This design comes from an exercise in tuning for small area on the open sky130 flow, not from production work. The RTL was checked by simulation tests, not by an equivalence proof against the original design.

==> flow/design.v, too long to show whole: its modules and the start of the top module <==
// module cordic_top: 1345 lines
module cordic_top (
    input  logic               i_clk,
    input  logic               i_reset,
    input  logic               i_valid,
    input  logic signed [31:0] i_x,
    input  logic signed [31:0] i_y,
    input  logic signed [31:0] i_angle,
    output logic               o_valid,
    output logic signed [31:0] o_x,
    output logic signed [31:0] o_y
);
  // ...
==> flow/run.sh <==
#!/bin/bash
# synth_recipe.tcl (not shown) runs the flow's synth.tcl, then flattens the netlist and writes it again
# the make line also repeats each setting of config.mk as NAME=value (left out here)
make -C /OpenROAD-flow-scripts/flow DESIGN_CONFIG=/design/flow/config.mk WORK_HOME=/design/flow/orfs CLKGATE_MAP_FILE= SYNTH_SCRIPT=/design/flow/synth_recipe.tcl finish
==> flow/config.mk <==
export PLATFORM = sky130hd
export DESIGN_NAME = cordic_top
export DESIGN_NICKNAME = cordic_top
export VERILOG_FILES = /design/flow/design.v
export SDC_FILE = /design/flow/constraint.sdc
export NUM_CORES = 4
export LEC_CHECK = 0
export CAP_MARGIN = 20
export CORE_MARGIN = 2
export CORE_UTILIZATION = 45
export GPL_TIMING_DRIVEN = 0
export SLEW_MARGIN = 20
==> flow/constraint.sdc <==
create_clock -name core_clock -period 6.0 [get_ports {i_clk}]
set_input_delay 1.2000 -clock core_clock [delete_from_list [all_inputs] [get_ports {i_clk}]]
set_output_delay 1.2000 -clock core_clock [all_outputs]
set_load 0.01 [all_outputs]
==> qor.yml, run 1 <==
outcome: "complete, but fails checks"
so.violations: "negative setup slack"
wl_met3_um: 8520
synth_cells: 11900
clock_latency_ps: 840
synth_xor_area_share_pct: 17.0
setup_tns_ps: -25.1
synth_top_cell_by_area: "dfxtp_1"
ys_top_cells_by_area: "dfxtp_1 25%, ha_1 18%, xnor2_1 12%"
grt_pass1_vias: 82500
crit_type: "flip-flop to output pin"
ys.flop_type: "dfxtp_1"
r2r_cells: 22
synth_compound_gate_area_share_pct: 14.7
syn-mean-instance-area_um2: 8.78
fin_ws_ps: -14.0
multi_input_area_share_pct: 63.4
layout_commonest_cell: "ha_1"
grt.busiest_layer: "met2"
die_x_um: 486
cts_sinks: 1324
area.growth.synth_to_final_pct: 12.8
gr-usage-met3_pct: 2.30
reg2reg_from: "ex_r7"
met2_wirelength_um: 129000
clockNetworkAreaShare_pct: 4.57
setup-violations-final: 2
antenna_left: 0
slew_viol_final: 0
synth_most_common_cell: "ha_1"
n_antenna_cell: 2
whs_endpoint: "q1_r10"
highest_layer: "met5"
post-route-util_pct: 51.2
antenna_found_initial: 5
cp_slowest_cell: "dfxtp_4"
final_cell_mix: "1463 x ha_1, 1357 x xnor2_1, 1295 x dfxtp_1"
rsz0062_at_grt: "true"
worst_slew_pin_slew_ps: 1050
die-area_um2: 236000
==> inputs of run 2 (changes only) <==
--- a/flow/design.v
+++ b/flow/design.v
@@ -681,37 +681,43 @@
     logic signed [30:0] g6x, gt6x, gs6x;
     assign gs6x = x_r21 >>> 11;
     assign gt6x = ~gs6x & {31{~ex_r21}};
     assign g6x = 31'(add_c(32'(x_r21), 32'(gt6x), ~cx_r21 & ~ex_r21));
     logic signed [30:0] g6y, gt6y, gs6y;
     assign gs6y = y_r21 >>> 11;
     assign gt6y = ~gs6y & {31{~ex_r21}};
     assign g6y = 31'(add_c(32'(y_r21), 32'(gt6y), ~cy_r21 & ~ex_r21));
+    logic pax, pbx;
+    assign pax = cx_r21 ^ flip_r21;
+    assign pbx = ex_r21 ? ~flip_r21 : ~(cx_r21 ^ flip_r21);
+    logic pay, pby;
+    assign pay = cy_r21 ^ q1_r21;
+    assign pby = ex_r21 ? ~q1_r21 : ~(cy_r21 ^ q1_r21);
     logic signed [30:0] x_r22;
     logic signed [30:0] y_r22;
     logic [0:0] cx_r22;
     logic [0:0] cy_r22;
+    logic [0:0] pax_r22;
+    logic [0:0] pbx_r22;
+    logic [0:0] pay_r22;
+    logic [0:0] pby_r22;
     logic [0:0] flip_r22;
     logic [0:0] ex_r22;
     logic [0:0] q1_r22;
     logic v_r22;
     logic signed [30:0] fax, fbx, fx, fsx;
-    logic fnx;
-    assign fnx = cx_r22 ^ flip_r22;
     assign fsx = x_r22 >>> 14;
-    assign fax = x_r22 ^ {31{fnx}};
-    assign fbx = ex_r22 ? {31{~flip_r22}} : (fsx ^ {31{~fnx}});
+    assign fax = x_r22 ^ {31{pax_r22}};
+    assign fbx = (fsx & {31{~ex_r22}}) ^ {31{pbx_r22}};
     assign fx = 31'(add_f(32'(fax), 32'(fbx), 1'b1));
     logic signed [30:0] fay, fby, fy, fsy;
-    logic fny;
-    assign fny = cy_r22 ^ q1_r22;
     assign fsy = y_r22 >>> 14;
-    assign fay = y_r22 ^ {31{fny}};
-    assign fby = ex_r22 ? {31{~q1_r22}} : (fsy ^ {31{~fny}});
+    assign fay = y_r22 ^ {31{pay_r22}};
+    assign fby = (fsy & {31{~ex_r22}}) ^ {31{pby_r22}};
     assign fy = 31'(add_f(32'(fay), 32'(fby), 1'b1));
     assign o_x = {fx[30], fx};
     assign o_y = {fy[30], fy};
     assign o_valid = v_r22;
     always_ff @(posedge i_clk) begin
         x_r1 <= xm2;
         y_r1 <= ym2;
         z_r1 <= z3;
@@ -860,16 +866,20 @@
         cy_r21 <= cy_r20;
         flip_r21 <= flip_r20;
         ex_r21 <= ex_r20;
         q1_r21 <= q1_r20;
         x_r22 <= g6x;
         y_r22 <= g6y;
         cx_r22 <= cx_r21;
         cy_r22 <= cy_r21;
+        pax_r22 <= pax;
+        pbx_r22 <= pbx;
+        pay_r22 <= pay;
+        pby_r22 <= pby;
         flip_r22 <= flip_r21;
         ex_r22 <= ex_r21;
         q1_r22 <= q1_r21;
     end
     always_ff @(posedge i_clk or negedge i_reset) begin
         if (!i_reset) begin
             v_r1 <= 1'b0;
             v_r3 <= 1'b0;
==> run 2 against run 1 <==
The run now finishes clean. Worst setup slack improved by 150 ps. Flip-flop and latch count unchanged. Critical path depth increased by 9. Core utilization about the same. Worst hold slack about the same. Clock skew increased by 10 ps. Count of clock-buffer cells in the layout decreased by 9. Highest routed layer unchanged.
==> qor.yml, run 2 <==
layout_commonest_cell: "ha_1"  # unchanged
clock_path_buffers: 3  # unchanged
worst_setup_path_start_kind: "flip-flop"  # unchanged
fin_ws_ps: 139  # was -14.0 ps
worst_slew_pin_slew_ps: 1110  # was 1050 ps
drv_cap: 0  # unchanged
synth_edf_count: 0  # unchanged
ys_top_cells_by_count: "1474 x ha_1, 1371 x xnor2_1, 1308 x dfxtp_1"  # was 1474 x ha_1, 1384 x xnor2_1, 1308 x dfxtp_1
cts_buffers: 155  # was 154
vias_per_cell: 5.27  # was 5.31
period_minus_slack_ps: 5860  # was 6010 ps
grt_max_degree: 20  # unchanged
worstHoldStart: "flip_r9"  # was q1_r9
overflow: 0  # unchanged
post-place-ws_ps: -2090  # was -1740 ps
fp.coreArea_um2: 229000  # was 231000 µm²
syn_nets: 13600  # was 13700
setup-violations-final: 0  # was 2
fin_area_um2: 117000  # was 118000 µm²
dp_hpwl_um: 219000  # was 226000 µm
ys.flop_type: "dfxtp_1"  # unchanged
slowest_delay_ps: 410  # was 370 ps
synth_top_cell_by_area: "dfxtp_1"  # unchanged
vias: 81300  # was 82100
syn_area_um2: 104000  # was 105000 µm²
die-area_um2: 234000  # was 236000 µm²
hold_path_class: "flip-flop to flip-flop"  # unchanged
rsz0062_at_grt: "true"  # unchanged
fmax_mhz: 171  # was 166 MHz
synth_cell_type_count: 98  # was 102
dr.pass1.iters: 6  # unchanged
reg2reg_from: "ex_r9"  # was ex_r7
ios: 164  # unchanged
cp.arrival_ps: 6580  # was 4810 ps
outcome: "timing/DRC/antenna clean"  # was complete, but fails checks
yosys_register_bits: 1324  # unchanged
post-route-util_pct: 51.2  # about the same
max-slew-margin-rel_pct: 25.9  # was 29.8%
cts_sinks: 1324  # unchanged
crit_path_max_fanout: 8  # was 4
initial_core_util_pct: 45.1  # was 45.4%
r2r_cells: 30  # was 22
grt_pass1_vias: 81800  # was 82500
place_area_um2: 109000  # was 110000 µm²
antenna_found_initial: 8  # was 5
setup_tns_ps: 0  # was -25.1 ps
grt_pass1_wl_um: 422000  # was 433000 µm
globalplace.congestion: 0.912  # was 0.891
finClkSkew_ps: 48.7  # was 38.4 ps
tritoncts: "yes"  # unchanged
post_drt_wl_per_cell_um: 17.1  # was 17.5 µm
area.growth.synth_to_final_pct: 13.4  # was 12.8%
ys_top_cells_by_area: "dfxtp_1 25%, ha_1 18%, xnor2_1 12%"  # unchanged
required_ps: 6720  # was 4800 ps
hold_slack_ps: 321  # was 322 ps
final_cell_mix: "1468 x ha_1, 1351 x xnor2_1, 1293 x dfxtp_1"  # was 1463 x ha_1, 1357 x xnor2_1, 1295 x dfxtp_1
clk_pin_slew_ps: 60  # about the same
fp-row-count: 176  # unchanged
die_h_um: 484  # was 486 µm
final.period_utilization_pct: 97.7  # was 100%
seq_area_frac_synth_pct: 25.7  # was 25.4%
yosysTopAreaCellShare_pct: 25.3  # was 25.0%
synth_most_common_cell: "ha_1"  # unchanged
drc: 0  # unchanged
cp_slowest_cell: "a2111oi_4"  # was dfxtp_4
drt_iter0_markers: 3677  # was 4030
synth_cells: 11900  # about the same
portBuffers: 156  # was 157
ys_warn_count: 1  # unchanged
finalHoldViolations: 0  # unchanged
cts_root_buf: "clkbuf_16"  # unchanged
critPathCaptureType: "flip-flop"  # was output pin
ys_async_sr_fraction_pct: 1.21  # unchanged
clock_latency_ps: 840  # about the same
htreeDepth: 4  # unchanged
nets: 14000  # was 14100
slew_viol_final: 0  # unchanged
startpoint: "ex_r9"  # was cy_r22
die_x_um: 484  # was 486 µm
routed_wl_um: 263000  # was 271000 µm
n_fill_cell: 21600  # was 21500
syn-mean-instance-area_um2: 8.74  # was 8.78 µm²
worstHoldPathCells: 0  # unchanged
grtUsageTotal_pct: 21.9  # was 22.5%
antenna_left: 0  # unchanged
crit_type: "flip-flop to flip-flop"  # was flip-flop to output pin
cts_hold_buf: 0  # unchanged
drive_gt1_share_pct: 6.95  # was 6.89%
run 2: final timing paths:
| check | slack, ps | end |
|---|---|---|
| max | 140 | x_r10[15] |
| max in group asynchronous | 4790 | v_r6 |
| max reg2reg | 140 | x_r10[15] |
| min in group asynchronous | 780 | v_r10 |
| min reg2reg | 320 | flip_r10 |
| min | 320 | flip_r10 |
run 2: routing by layer:
metal | share of wire (%) | track usage (%)
met1 | 46 | 28.0
met2 | 48 | 39.0
met3 | 3.3 | 2.25
met4 | 2.5 | 5.94
met5 | 0.0057 | 0
run 2: worst max-delay path, delay by kind of cell, from the launching register on:
kind	cells	cell delay, ps
XOR/XNOR	1	160
AO/OA/AOI/OAI	16	3100
buffers and inverters	4	460
AND/OR/NAND/NOR	5	390
adder cells (fa/ha/maj)	4	1300
flip-flops	1	340
run 2: layout make-up:
type / instances / area (µm²) / area share [%]
Inverter: 918 / 3460 / 2.94
Clock inverter: 80 / 1280 / 1.09
Clock buffer: 205 / 4340 / 3.70
Multi-Input combinational cell: 9330 / 74000 / 63.0
Timing Repair Buffer: 276 / 2510 / 2.14
Tap cell: 3026 / 3790 / 3.23
Antenna cell: 4 / 10.0 / 0.00853
Buffer: 263 / 1420 / 1.21
Sequential cell: 1324 / 26600 / 22.7
run 2: timing repair:
item	4_1_cts	5_1_grt
pin swaps	67	121
resized for setup	312	247
setup buffers	48	68
setup endpoints to repair	275	127
hold endpoints to repair	0	0
run 2: logic make-up (layout without fill, tap and decap cells):
group,Yosys count,count (layout),share of synthesized area [%]
buf+inv,1196,1742,4.37
mux,162,162,1.59
fa+ha+maj,1662,1662,21.4
xor+xnor,2034,2034,17.4
simple gates,3235,3235,15.6
flops,1324,1324,25.7
compound gates,2236,2236,14.0
other cells,1,5,0.00362
run 2: metrics by stage:
step	std cells
after floorplan	11900
after global placement	15000
after detailed placement	15000
after CTS	15400
after global routing	15400
final	15400
==> inputs of run 3 (changes only) <==
--- a/flow/config.mk
+++ b/flow/config.mk
@@ -9,3 +9,3 @@
 export CORE_MARGIN = 2
-export CORE_UTILIZATION = 45
+export CORE_UTILIZATION = 60
 export GPL_TIMING_DRIVEN = 0
==> run 3 against run 2 <==
Clock skew decreased by 14 ps. Now fails the layout checks on negative setup slack. Worst hold slack got worse by 15 ps. Critical path type unchanged. Non-clock buffer count increased by 20. Critical endpoint unchanged. Cell count decreased by 4.6%. Flip-flop and latch count unchanged. Design area decreased by 0.83%.
==> qor.yml, run 3 <==
cp_slowest_cell: "a2111oi_4"  # unchanged
ys_warn_count: 1  # unchanged
syn_nets: 13600  # unchanged
grtUsageTotal_pct: 30.2  # was 21.9%
reg2reg_from: "ex_r9"  # unchanged
rsz0062_at_grt: "true"  # unchanged
hold_slack_ps: 306  # was 321 ps
slowest_delay_ps: 440  # was 410 ps
finClkSkew_ps: 35.2  # was 48.7 ps
die-area_um2: 176000  # was 234000 µm²
fin_ws_ps: -100  # was 139 ps
worstHoldPathCells: 0  # unchanged
grt_pass1_vias: 80400  # was 81800
max-slew-margin-rel_pct: 25.6  # was 25.9%
overflow: 0  # unchanged
layout_commonest_cell: "ha_1"  # unchanged
drive_gt1_share_pct: 7.38  # was 6.95%
crit_type: "flip-flop to flip-flop"  # unchanged
worst_setup_path_start_kind: "flip-flop"  # unchanged
crit_path_frequent_cell: "o21a_1"
required_ps: 6740  # was 6720 ps
die_h_um: 419  # was 484 µm
ys_async_sr_fraction_pct: 1.21  # unchanged
clock_path_buffers: 3  # unchanged
r2r_end: "x_r10[15]"  # unchanged
period_minus_slack_ps: 6100  # was 5860 ps
fmax_mhz: 164  # was 171 MHz
routed_wl_um: 273000  # was 263000 µm
fp-row-count: 152  # was 176
initial_core_util_pct: 60.4  # was 45.1%
fp.coreArea_um2: 172000  # was 229000 µm²
vias_per_cell: 5.58  # was 5.27
synth_cell_type_count: 98  # unchanged
syn_area_um2: 104000  # unchanged
synth_most_common_cell: "ha_1"  # unchanged
final.period_utilization_pct: 102  # was 97.7%
whs_endpoint: "flip_r10"  # unchanged
ys.flop_type: "dfxtp_1"  # unchanged
cts_hold_buf: 0  # unchanged
dp_hpwl_um: 223000  # was 219000 µm
r2r_setup_slack_ps: -100  # was 140 ps
slew_viol_final: 0  # unchanged
portBuffers: 156  # unchanged
htreeDepth: 4  # unchanged
crit_path_max_fanout: 7  # was 8
clock_latency_ps: 830  # was 840 ps
antenna_left: 0  # unchanged
grt_max_degree: 20  # unchanged
critPathCaptureType: "flip-flop"  # unchanged
hold_path_class: "flip-flop to flip-flop"  # unchanged
yosysTopAreaCellShare_pct: 25.3  # unchanged
globalplace.congestion: 0.945  # was 0.912
syn-mean-instance-area_um2: 8.74  # unchanged
clk_pin_slew_ps: 60  # about the same
area.growth.synth_to_final_pct: 12.4  # was 13.4%
synth_edf_count: 0  # unchanged
cp.arrival_ps: 6840  # was 6580 ps
final_cell_mix: "1463 x ha_1, 1348 x xnor2_1, 1291 x dfxtp_1"  # was 1468 x ha_1, 1351 x xnor2_1, 1293 x dfxtp_1
grt_pass1_wl_um: 426000  # was 422000 µm
nets: 14000  # about the same
worst_slew_pin_slew_ps: 1110  # about the same
cts_buffers: 149  # was 155
r2r_cells: 30  # unchanged
cts_root_buf: "clkbuf_16"  # unchanged
drc: 0  # unchanged
cts_sinks: 1324  # unchanged
antenna_found_initial: 4  # was 8
post_drt_wl_per_cell_um: 18.5  # was 17.1 µm
ios: 164  # unchanged
seq_area_frac_synth_pct: 25.7  # unchanged
finalHoldViolations: 0  # unchanged
dr.pass1.iters: 9  # was 6
vias: 82100  # was 81300
n_fill_cell: 14200  # was 21600
so.violations: "negative setup slack"
synth_cells: 11900  # unchanged
post-route-util_pct: 67.9  # was 51.2%
outcome: "complete, but fails checks"  # was timing/DRC/antenna clean
tritoncts: "yes"  # unchanged
ys_top_cells_by_count: "1474 x ha_1, 1371 x xnor2_1, 1308 x dfxtp_1"  # unchanged
die_x_um: 419  # was 484 µm
ys_top_cells_by_area: "dfxtp_1 25%, ha_1 18%, xnor2_1 12%"  # unchanged
worstHoldStart: "flip_r9"  # unchanged
drv_cap: 0  # unchanged
synth_top_cell_by_area: "dfxtp_1"  # unchanged
setup-violations-final: 3  # was 0
drt_iter0_markers: 4476  # was 3677
yosys_register_bits: 1324  # unchanged
run 3: changes by cell type in the layout (fill, tap and decap cells not counted), sizes merged, moves of 3 or more:
cell           before  now
bufinv             22   16
clkdlybuf4s15       3    0
clkinv             41   38
clkbuf            399  390
buf               187  205
clkinvlp           12   16
inv               923  931
run 3: worst max path at each step:
stage                start        end  slack [ps]
2_1_floorplan       ex_r10  y_r12[31]          10
4_1_cts              ex_r9  x_r10[15]         -10
3_3_place_gp      z_r9[21]  x_r10[15]       -2260
5_1_grt              ex_r9  x_r10[15]        -310
6_report             ex_r9  x_r10[15]        -100
3_5_place_dp   i_angle[30]      ky_r1       -2240
run 3: kinds of logic after synthesis:
| logic type | share of synthesized area [%] |
|---|---|
| AOI/OAI and AO/OA | 14.0 |
| xor gates and xnor gates | 17.4 |
| muxes | 1.59 |
| other | 0.00362 |
| DFF | 25.7 |
| and+or+nand+nor | 15.6 |
| buffers and inverters | 4.37 |
| adders and majority gates | 21.4 |
run 3: routing by layer:
metal / vias to the layer above / routed length, µm / global-route usage, %
li1: 41100 / - / -
met1: 39000 / 127000 / 40.8
met2: 1583 / 126000 / 50.3
met3: 419 / 10900 / 3.28
met4: 0 / 8640 / 10.0
met5: - / 0 / 0
run 3: critical path: cells and delay by family, from the launching register on:
kind	cells	cell delay (ps)
compound gates	16	3340
xor+xnor	1	180
fa+ha+maj	4	1320
buf+inv	4	490
flops	1	340
simple gates	5	360
run 3: cell type report:
cell class	count	area, µm²	share of cell area, %
Multi-Input combinational cell	9331	74100	63.6
Sequential cell	1324	26600	22.9
Clock buffer	191	4170	3.58
Inverter	918	3450	2.97
Tap cell	2310	2890	2.48
Timing Repair Buffer	295	2710	2.33
Buffer	264	1430	1.23
Clock inverter	83	1060	0.912
Antenna cell	3	7.51	0.00645
run 3: repair_timing:
action,in CTS,in global routing
setup buffers,56,75
setup endpoints to repair,273,118
pin swaps,65,123
cloned,0,1
gates resized for setup,318,268
run 3: stage by stage:
step | std cells | TNS, ps | worst slack [ps] | instance area, µm²
3_5_place_dp | 14300 | -192900 | -2240 | 108000
5_1_grt | 14700 | -1580 | -305 | 116000
2_1_floorplan | 11900 | 0 | 11.3 | 104000
4_1_cts | 14600 | -11.0 | -11.0 | 115000
6_report | 14700 | -182 | -100 | 116000
3_3_place_gp | 14300 | -202200 | -2260 | 108000
==> inputs of run 4 (changes only) <==
--- a/flow/config.mk
+++ b/flow/config.mk
@@ -9,3 +9,4 @@
 export CORE_MARGIN = 2
-export CORE_UTILIZATION = 60
+export CORE_UTILIZATION = 45
+export CTS_BUF_LIST = sky130_fd_sc_hd__clkbuf_4 sky130_fd_sc_hd__clkbuf_8
 export GPL_TIMING_DRIVEN = 0
==> run 4 against run 3 <==
The run now finishes clean. Flip-flop and latch count stayed put. Core utilization is 17 points lower. Sequential share of layout area shrank 0.11 points. Die area up 33%. Synthesized area is the same. First-iteration DRC count shrank 18%. Routed wire length shrank 3.1%. Count of clock-buffer cells in the layout is 128 higher. Cell count up 5.7%. Maximum frequency increased by 4.8%.
==> qor.yml, run 4 <==
outcome: "timing/DRC/antenna clean"  # was complete, but fails checks
crit_path_max_fanout: 10  # was 7
ys_warn_count: 1  # unchanged
synth_edf_count: 0  # unchanged
syn_area_um2: 104000  # unchanged
fp.coreArea_um2: 229000  # was 172000 µm²
post-route-util_pct: 51.0  # was 67.9%
critPathCaptureType: "flip-flop"  # unchanged
die_x_um: 484  # was 419 µm
final_cell_mix: "1467 x ha_1, 1350 x xnor2_1, 1293 x dfxtp_1"  # was 1463 x ha_1, 1348 x xnor2_1, 1291 x dfxtp_1
die_h_um: 484  # was 419 µm
post_drt_wl_per_cell_um: 17.0  # was 18.5 µm
post-place-ws_ps: -2090  # was -2240 ps
rsz0062_at_grt: "true"  # unchanged
fin_ws_ps: 177  # was -100 ps
grt_max_degree: 20  # unchanged
synth_cell_type_count: 98  # unchanged
syn-mean-instance-area_um2: 8.74  # unchanged
hold_slack_ps: 320  # was 306 ps
antenna_left: 0  # unchanged
ys_async_sr_fraction_pct: 1.21  # unchanged
drv_cap: 0  # unchanged
syn_nets: 13600  # unchanged
vias_per_cell: 5.26  # was 5.58
final.period_utilization_pct: 97.1  # was 102%
grt_pass1_vias: 82400  # was 80400
cts_buffers: 229  # was 149
vias: 81800  # was 82100
dr.pass1.iters: 6  # was 9
crit_type: "primary input to flip-flop"  # was flip-flop to flip-flop
ys.flop_type: "dfxtp_1"  # unchanged
yosys_register_bits: 1324  # unchanged
hold_path_class: "flip-flop to flip-flop"  # unchanged
nets: 14100  # was 14000
yosysTopAreaCellShare_pct: 25.3  # unchanged
max-slew-margin-rel_pct: 26.7  # was 25.6%
layout_commonest_cell: "ha_1"  # unchanged
synth_top_cell_by_area: "dfxtp_1"  # unchanged
finalHoldViolations: 0  # unchanged
cts_sinks: 1324  # unchanged
slew_viol_final: 0  # unchanged
worst_slew_pin_slew_ps: 1100  # was 1110 ps
htreeDepth: 4  # unchanged
ys_top_cells_by_count: "1474 x ha_1, 1371 x xnor2_1, 1308 x dfxtp_1"  # unchanged
ys_top_cells_by_area: "dfxtp_1 25%, ha_1 18%, xnor2_1 12%"  # unchanged
routed_wl_um: 264000  # was 273000 µm
worstHoldPathCells: 0  # unchanged
setup-violations-final: 0  # was 3
fmax_mhz: 172  # was 164 MHz
period_minus_slack_ps: 5820  # was 6100 ps
tritoncts: "yes"  # unchanged
synth_most_common_cell: "ha_1"  # unchanged
required_ps: 6860  # was 6740 ps
cts_root_buf: "clkbuf_8"  # was clkbuf_16
dp.cells: 15000  # was 14300
synth_cells: 11900  # unchanged
die-area_um2: 234000  # was 176000 µm²
clk_pin_slew_ps: 60  # about the same
worst_setup_path_start_kind: "primary input"  # was flip-flop
grtUsageTotal_pct: 22.0  # was 30.2%
grt_pass1_wl_um: 422000  # was 426000 µm
drt_iter0_markers: 3669  # was 4476
dp_hpwl_um: 219000  # was 223000 µm
r2r_cells: 30  # unchanged
drc: 0  # unchanged
initial_core_util_pct: 45.1  # was 60.4%
area.growth.synth_to_final_pct: 13.0  # was 12.4%
globalplace.congestion: 0.912  # was 0.945
finClkSkew_ps: 70.2  # was 35.2 ps
fp-row-count: 176  # was 152
seq_area_frac_synth_pct: 25.7  # unchanged
fin_cells: 15600  # was 14700
overflow: 0  # unchanged
clock_path_buffers: 3  # unchanged
ios: 164  # unchanged
cp.arrival_ps: 6680  # was 6840 ps
antenna_found_initial: 8  # was 4
clock_latency_ps: 990  # was 830 ps
portBuffers: 156  # unchanged
drive_gt1_share_pct: 8.18  # was 7.38%
run 4: area by class of cell:
cell class	instances	area, µm²
diodes	5	12.5
multi-input cells	9330	74000
flip-flops and latches	1324	26600
fillers	21700	112000
well taps	3026	3790
plain buffers	263	1420
inverters	918	3460
clock buffers	319	4150
clock inverters	97	1070
repair buffers	272	2440
run 4: critical path: stages:
cell and delay, ps:
clkdlybuf4s50_1 490, clkbuf_4 240, clkbuf_4 260, buf_6 230, xnor2_1 160, fa_1 480, a211oi_1 340, o21ai_0 200
o21a_1 190, a21o_1 210, fa_1 410, and2_1 170, o21bai_1 160, ha_1 370, nor3_1 200, nor2_1 90
a31o_2 270, a21oi_1 230, o21bai_1 130, a21oi_1 250, o21bai_1 130, xnor2_1 270
run 4: through the flow:
stage | TNS, ps | cell area (µm²)
after floorplan | 0 | 104000
after global placement | -179910 | 109000
after detailed placement | -193940 | 109000
after CTS | -174 | 116000
after global routing | -520 | 117000
final | 0 | 117000
run 4: cell families (layout without fill, tap and decap cells):
family / Yosys count / in the layout / synth area share (%)
AOI/OAI and AO/OA: 2236 / 2236 / 14.0
xor gates and xnor gates: 2034 / 2034 / 17.4
muxes: 162 / 162 / 1.59
buffers and inverters: 1196 / 1869 / 4.37
DFF: 1324 / 1324 / 25.7
other: 1 / 6 / 0.00362
and+or+nand+nor: 3235 / 3235 / 15.6
adders and majority gates: 1662 / 1662 / 21.4
run 4: final timing paths:
kind	slack (ps)	startpoint	end
max	180	i_angle[30]	x_r1[15]
min	320	q1_r3	q1_r4
max reg2reg	230	ex_r9	x_r10[15]
min reg2reg	320	q1_r3	q1_r4
max in group asynchronous	4950	i_reset	v_r20
min in group asynchronous	630	i_reset	v_r9
run 4: repair_timing:
| item | 4_1_cts | 5_1_grt |
|---|---|---|
| gates resized for setup | 323 | 276 |
| pin swaps | 73 | 118 |
| hold buffers | 0 | 0 |
| setup endpoints to repair | 279 | 132 |
| gates cloned | 0 | 0 |
| buffers inserted | 47 | 66 |
run 4: routing by layer:
layer / global-route usage (%) / routed length [µm] / up-vias
li1: - / - / 41300
met1: 28.0 / 122000 / 38900
met2: 39.0 / 128000 / 1238
met3: 2.44 / 8560 / 391
met4: 6.11 / 6280 / 2
met5: 0 / 16 / -
==> inputs of run 5 (changes only) <==
--- a/flow/config.mk
+++ b/flow/config.mk
@@ -10,3 +10,3 @@
 export CORE_UTILIZATION = 45
-export CTS_BUF_LIST = sky130_fd_sc_hd__clkbuf_4 sky130_fd_sc_hd__clkbuf_8
+export CTS_BUF_LIST = sky130_fd_sc_hd__clkbuf_8
 export GPL_TIMING_DRIVEN = 0
==> run 5 against run 4 <==
First-iteration DRC count shrank 0.11%. Synthesized area is the same. Clock skew shrank 1.7 ps. Worst setup slack lost 12 ps. Maximum frequency shrank 0.20%. Die area is the same. Largest cell class unchanged. Highest routed layer unchanged.
==> qor.yml, run 5 <==
outcome: "timing/DRC/antenna clean"  # unchanged
fp-row-count: 176  # unchanged
die_x_um: 484  # unchanged
final_cell_mix: "1463 x ha_1, 1348 x xnor2_1, 1293 x dfxtp_1"  # was 1467 x ha_1, 1350 x xnor2_1, 1293 x dfxtp_1
area.growth.synth_to_final_pct: 12.9  # was 13.0%
cp_slowest_cell: "clkdlybuf4s50_1"  # unchanged
layout_commonest_cell: "ha_1"  # unchanged
drc: 0  # unchanged
max-slew-margin-rel_pct: 26.5  # was 26.7%
overflow: 0  # unchanged
grt_pass1_vias: 82300  # was 82400
synth_cells: 11900  # unchanged
yosysTopAreaCellShare_pct: 25.3  # unchanged
dp_hpwl_um: 219000  # unchanged
cts_buffers: 229  # unchanged
hold_path_class: "flip-flop to flip-flop"  # unchanged
worst_slew_pin_slew_ps: 1100  # about the same
vias: 81700  # was 81800
ys_warn_count: 1  # unchanged
post-place-ws_ps: -2090  # unchanged
setup-violations-final: 0  # unchanged
worst_setup_path_start_kind: "primary input"  # unchanged
critical_path.top_delay_family: "compound AO/OA/AOI/OAI gates"  # unchanged
synth_cell_type_count: 98  # unchanged
slowest_delay_ps: 490  # about the same
rsz0062_at_grt: "true"  # unchanged
ios: 164  # unchanged
period_minus_slack_ps: 5830  # was 5820 ps
hold_slack_ps: 320  # about the same
n_fill_cell: 21700  # about the same
ys_top_cells_by_area: "dfxtp_1 25%, ha_1 18%, xnor2_1 12%"  # unchanged
fmax_mhz: 171  # was 172 MHz
ys_top_cells_by_count: "1474 x ha_1, 1371 x xnor2_1, 1308 x dfxtp_1"  # unchanged
final.period_utilization_pct: 97.2  # was 97.1%
critPathCaptureType: "flip-flop"  # unchanged
cp_cell_sequence: "clkdlybuf4s50_1 > clkbuf_4 > clkbuf_4 > buf_6 > xnor2_1 > fa_1 > a211oi_1 > o21ai_0 > o21a_1 > a21o_1 > fa_1 > and2_1 > o21bai_1 > ha_1 > nor3_1 > nor2_1 > a31o_2 > a21oi_1 > o21bai_1 > a21oi_1 > o21bai_1 > xnor2_1"  # unchanged
crit_path_max_fanout: 10  # unchanged
drive_gt1_share_pct: 7.93  # was 8.18%
tritoncts: "yes"  # unchanged
nets: 14100  # unchanged
cts_sinks: 1324  # unchanged
drv_cap: 0  # unchanged
regArea_um2: 26600  # unchanged
synth_top_cell_by_area: "dfxtp_1"  # unchanged
routed_wl_um: 264000  # about the same
htreeDepth: 4  # unchanged
die-area_um2: 234000  # unchanged
multiInputGateArea_um2: 74100  # was 74000 µm²
grt_max_degree: 20  # unchanged
syn-mean-instance-area_um2: 8.74  # unchanged
cp.arrival_ps: 6690  # was 6680 ps
antenna_found_initial: 8  # unchanged
portBuffers: 156  # unchanged
post-route-util_pct: 50.9  # was 51.0%
synth_edf_count: 0  # unchanged
ys_async_sr_fraction_pct: 1.21  # unchanged
slew_viol_final: 0  # unchanged
synth_most_common_cell: "ha_1"  # unchanged
dr.pass1.iters: 6  # unchanged
initial_core_util_pct: 45.1  # unchanged
vias_per_cell: 5.25  # was 5.26
crit_type: "primary input to flip-flop"  # unchanged
ys.flop_type: "dfxtp_1"  # unchanged
antenna_left: 0  # unchanged
clock_path_buffers: 3  # unchanged
yosys_register_bits: 1324  # unchanged
clk_pin_slew_ps: 60  # about the same
die_h_um: 484  # unchanged
clock_latency_ps: 990  # about the same
globalplace.congestion: 0.912  # unchanged
finalHoldViolations: 0  # unchanged
cts_hold_buf: 0  # unchanged
post_drt_wl_per_cell_um: 17.0  # about the same
cts_root_buf: "clkbuf_8"  # unchanged
fp.coreArea_um2: 229000  # unchanged
grtUsageTotal_pct: 21.9  # was 22.0%
fin_ws_ps: 165  # was 177 ps
required_ps: 6860  # about the same
seq_area_frac_synth_pct: 25.7  # unchanged
syn_nets: 13600  # unchanged
finClkSkew_ps: 68.5  # was 70.2 ps
cp_num_buf_inv: 4  # unchanged
setup_tns_ps: 0  # unchanged
syn_area_um2: 104000  # unchanged
drt_iter0_markers: 3665  # was 3669
grt_pass1_wl_um: 422000  # about the same
crit_path_frequent_cell: "o21bai_1"  # unchanged
[run 5: cell counts after synthesis]
No cell type changed its count.
[run 5: per-layer routing]
| metal | up-vias | track usage, % | part of all wire (%) |
|---|---|---|---|
| li1 | 41300 | - | - |
| met1 | 38800 | 27.9 | 46 |
| met2 | 1192 | 39.0 | 48 |
| met3 | 384 | 2.45 | 3.2 |
| met4 | 2 | 6.09 | 2.4 |
| met5 | - | 0 | 0.0061 |
[run 5: layout make-up]
cell class              instances  share of cell area (%)
diodes                          5                  0.0107
plain buffers                 262                    1.20
clock buffers                 280                    3.30
clock inverters               136                    1.04
inverters                     918                    2.95
multi-input cells            9330                    63.4
flip-flops and latches       1324                    22.8
well taps                    3026                    3.24
repair buffers                273                    2.11
[run 5: logic make-up after synthesis]
kind of cell / synth area share (%)
fa+ha+maj: 21.4
other cells: 0.00362
compound gates: 14.0
buf+inv: 4.37
mux: 1.59
simple gates: 15.6
xor+xnor: 17.4
flops: 25.7
[run 5: worst paths after layout]
path,from,to,slack [ps],depth (start not counted)
setup / recovery,i_angle[30],x_r1[15],170,22
hold / removal,q1_r3,q1_r4,320,0
setup reg to reg,ex_r9,x_r10[15],240,30
hold reg to reg,q1_r3,q1_r4,320,0
max in group asynchronous,i_reset,v_r20,4940,1
min in group asynchronous,i_reset,v_r9,640,1
[run 5: through the flow]
stage	std cells	area, µm²
floorplan	11900	104000
global placement	15000	109000
detailed placement	15000	109000
CTS	15500	116000
global route	15600	117000
finish	15600	117000
[run 5: worst register-to-register path, delay by kind of cell, from the launching register on]
kind,cells,cell delay [ps]
compound gates,16,3080
fa+ha+maj,4,1310
buf+inv,4,450
simple gates,5,360
flops,1,340
xor+xnor,1,150
[run 5: timing repair]
action                                  in CTS  in global routing
setup buffers                               47                 67
resized for setup                          323                285
endpoints found under the setup margin     279                131
pin swaps                                   72                125
cloned                                       0                  0
==> inputs of run 6 (changes only) <==
--- a/flow/config.mk
+++ b/flow/config.mk
@@ -7,2 +7,3 @@
 export LEC_CHECK = 0
+export ABC_AREA = 1
 export CAP_MARGIN = 20
==> run 6 against run 5 <==
Still clean. Worst hold slack got worse by 48 ps. Non-clock buffer count decreased by 88. Design area up 5.6%. Count of clock-buffer cells in the layout is 13 higher. Critical path type is now flip-flop to output pin. Largest cell class unchanged. Highest routed layer is now met4.
==> qor.yml, run 6 <==
outcome: "timing/DRC/antenna clean"  # unchanged
syn_nets: 17400  # was 13600
antenna_left: 0  # unchanged
cts_buffers: 227  # was 229
clk_pin_slew_ps: 60  # about the same
tritoncts: "yes"  # unchanged
grt_pass1_vias: 87300  # was 82300
yosysTopAreaCellShare_pct: 23.5  # was 25.3%
synthSimpleGateAreaFrac_pct: 22.2  # was 15.6%
vias: 92900  # was 81700
clock_latency_ps: 1050  # was 990 ps
routed_wl_um: 280000  # was 264000 µm
die_h_um: 502  # was 484 µm
yosys_register_bits: 1324  # unchanged
cts_root_buf: "clkbuf_8"  # unchanged
required_ps: 4800  # was 6860 ps
hold_slack_ps: 272  # was 320 ps
ios: 164  # unchanged
die_x_um: 502  # was 484 µm
crit_path_max_fanout: 10  # unchanged
syn-mean-instance-area_um2: 7.12  # was 8.74 µm²
finalHoldViolations: 0  # unchanged
r2r_end: "y_r9[31]"  # was x_r10[15]
fin_ws_ps: 282  # was 165 ps
grt_pass1_wl_um: 448000  # was 422000 µm
grtUsageTotal_pct: 21.9  # about the same
crit_type: "flip-flop to output pin"  # was primary input to flip-flop
synth_compound_gate_area_share_pct: 9.98  # was 14.0%
drt_iter0_markers: 4290  # was 3665
post-route-util_pct: 50.1  # was 50.9%
dr.pass1.iters: 6  # unchanged
final.period_utilization_pct: 95.3  # was 97.2%
r2r_cells: 26  # was 30
dp_hpwl_um: 236000  # was 219000 µm
ys.flop_type: "dfxtp_1"  # unchanged
synth_cells: 15700  # was 11900
critPathCaptureType: "output pin"  # was flip-flop
fin_cells: 19600  # was 15600
max-slew-margin-rel_pct: 23.7  # was 26.5%
synth_xor_area_share_pct: 13.9  # was 17.4%
fin_area_um2: 123000  # was 117000 µm²
fmax_mhz: 175  # was 171 MHz
initial_core_util_pct: 45.3  # was 45.1%
dp.cells: 19100  # was 15000
post-place-ws_ps: -971  # was -2090 ps
drive_gt1_share_pct: 4.96  # was 7.93%
startpoint: "pay_r22"  # was i_angle[30]
overflow: 0  # unchanged
synth_top_family_by_area: "simple AND/OR/NAND/NOR gates"  # was adder cells
vias_per_cell: 4.74  # was 5.25
htreeDepth: 4  # unchanged
cts_sinks: 1324  # unchanged
cp.arrival_ps: 4520  # was 6690 ps
nets: 17800  # was 14100
layout_commonest_cell: "nand2_1"  # was ha_1
drc: 0  # unchanged
r2r_setup_slack_ps: 420  # was 240 ps
setup_tns_ps: 0  # unchanged
ys_top_cells_by_area: "dfxtp_1 23%, ha_1 17%, xor2_1 10%"  # was dfxtp_1 25%, ha_1 18%, xnor2_1 12%
synth_top_cell_by_area: "dfxtp_1"  # unchanged
final_cell_mix: "2974 x nand2_1, 2675 x inv_1, 1814 x nor2_1"  # was 1463 x ha_1, 1348 x xnor2_1, 1293 x dfxtp_1
worst_setup_path_start_kind: "flip-flop"  # was primary input
drv_cap: 0  # unchanged
seq_area_frac_synth_pct: 23.8  # was 25.7%
synth_cell_type_count: 73  # was 98
worst_slew_pin_slew_ps: 1130  # was 1100 ps
cp-endpoint: "o_y[31]"  # was x_r1[15]
synthMuxAreaShare_pct: 0.0539  # was 1.59%
rsz0062_at_grt: "true"  # unchanged
globalplace.congestion: 0.917  # was 0.912
area.growth.synth_to_final_pct: 10.7  # was 12.9%
fp.coreArea_um2: 246000  # was 229000 µm²
cts_hold_buf: 0  # unchanged
ys_async_sr_fraction_pct: 1.21  # unchanged
synth_edf_count: 0  # unchanged
antenna_found_initial: 9  # was 8
fp-row-count: 182  # was 176
post_drt_wl_per_cell_um: 14.3  # was 17.0 µm
setup-violations-final: 0  # unchanged
place_area_um2: 117000  # was 109000 µm²
period_minus_slack_ps: 5720  # was 5830 ps
clock_path_buffers: 3  # unchanged
grt_max_degree: 20  # unchanged
synth_most_common_cell: "nand2_1"  # was ha_1
synth_fa_ha_area_share_pct: 19.9  # was 21.4%
reg2reg_from: "ex_r7"  # was ex_r9
die-area_um2: 252000  # was 234000 µm²
hold_path_class: "flip-flop to flip-flop"  # unchanged
ys_warn_count: 1  # unchanged
ys_top_cells_by_count: "2974 x nand2_1, 2642 x inv_1, 1818 x nor2_1"  # was 1474 x ha_1, 1371 x xnor2_1, 1308 x dfxtp_1
finClkSkew_ps: 72.6  # was 68.5 ps
slew_viol_final: 0  # unchanged
syn_area_um2: 112000  # was 104000 µm²
portBuffers: 159  # was 156
## run 6: cells by family (layout without fill, tap and decap cells)
| logic type | Yosys count | count (layout) |
|---|---|---|
| AND/OR/NAND/NOR | 5997 | 5997 |
| AO/OA/AOI/OAI | 1962 | 1962 |
| adder cells (fa/ha/maj) | 1662 | 1662 |
| other | 1 | 5 |
| XOR/XNOR | 1766 | 1766 |
| multiplexers | 6 | 6 |
| flip-flops | 1324 | 1324 |
| buffers and inverters | 2951 | 3550 |
## run 6: what timing repair did
action,in CTS,in global routing
setup endpoints to repair,120,104
gates resized for setup,80,77
pin swaps,5,10
setup buffers,4,20
cloned,0,0
## run 6: worst min path at each step
stage,startpoint,end,slack (ps),cells past startpoint
5_1_grt,q1_r19,q1_r20,260,0
2_1_floorplan,flip_r9,flip_r10,310,0
3_3_place_gp,q1_r18,q1_r19,310,0
6_report,q1_r19,q1_r20,270,0
3_5_place_dp,flip_r9,flip_r10,310,0
4_1_cts,flip_r9,flip_r10,260,0
## run 6: cell type report
cell class | count | area (µm²)
timing repair buffer | 184 | 1810
sequential | 1324 | 26600
antenna | 4 | 10.0
tap | 3312 | 4140
buffer | 263 | 1250
inverter | 2681 | 10100
fill | 24900 | 123000
clock buffer | 293 | 4030
multi-input combinational | 11400 | 74000
clock inverter | 129 | 1560
## run 6: routing by layer
layer / vias up / wire length, µm / track usage (%)
li1: 50300 / - / -
met1: 40900 / 126000 / 26.7
met2: 1290 / 137000 / 39.9
met3: 424 / 8610 / 2.30
met4: 0 / 8440 / 6.87
met5: - / 0 / 0
## run 6: critical path, cell delays in order, from the launching register on
cell and delay (ps):
dfxtp_1 470, clkbuf_1 520, xor2_1 150, ha_1 410
nand2_1 110, o21ai_0 320, a21oi_1 140, o221ai_2 300
nand4_1 130, nand3_1 130, xor2_2 210, buf_4 140
clkdlybuf4s50_1 520

==> separate check: timing with driven ports <==
No port has a modelled driver above. Below, the same layouts with a new extraction and two added sets of constraints.
Step 1: set_driving_cell puts a clkbuf_16 on i_clk and a buf_2 on each other input, an assumption about the parent block.
Step 2 moves the port delays by t, midway between the first and last clock arrival at a register: inputs arrive t later, outputs are due t later. That takes back most of the time a late clock gives input paths.
a / b / c = ideal ports / drivers / drivers and shift; a / b = the first two.
run | shift t [ns] | slack for setup (ns) | worst setup path at the end | cell pins on the clock port's net
run 1 | 0.903 | -0.014 / -0.101 / -0.583 | input to register | 1
run 2 | 0.893 | 0.139 / 0.117 / -0.554 | input to register | 1
run 3 | 0.909 | -0.100 / -0.100 / -0.582 | input to register | 1
run 4 | 1.044 | 0.177 / 0.112 / -0.808 | input to register | 1
run 5 | 1.041 | 0.165 / 0.133 / -0.816 | input to register | 1
run 6 | 1.091 | 0.282 / 0.199 / -0.642 | input to register | 1
Met with ideal ports but missed after step 2: setup timing in run 2, run 4, run 5 and run 6. The setup slack of run 4, which loses most, moves by -0.065 ns with the drivers and by -0.985 ns with both steps.
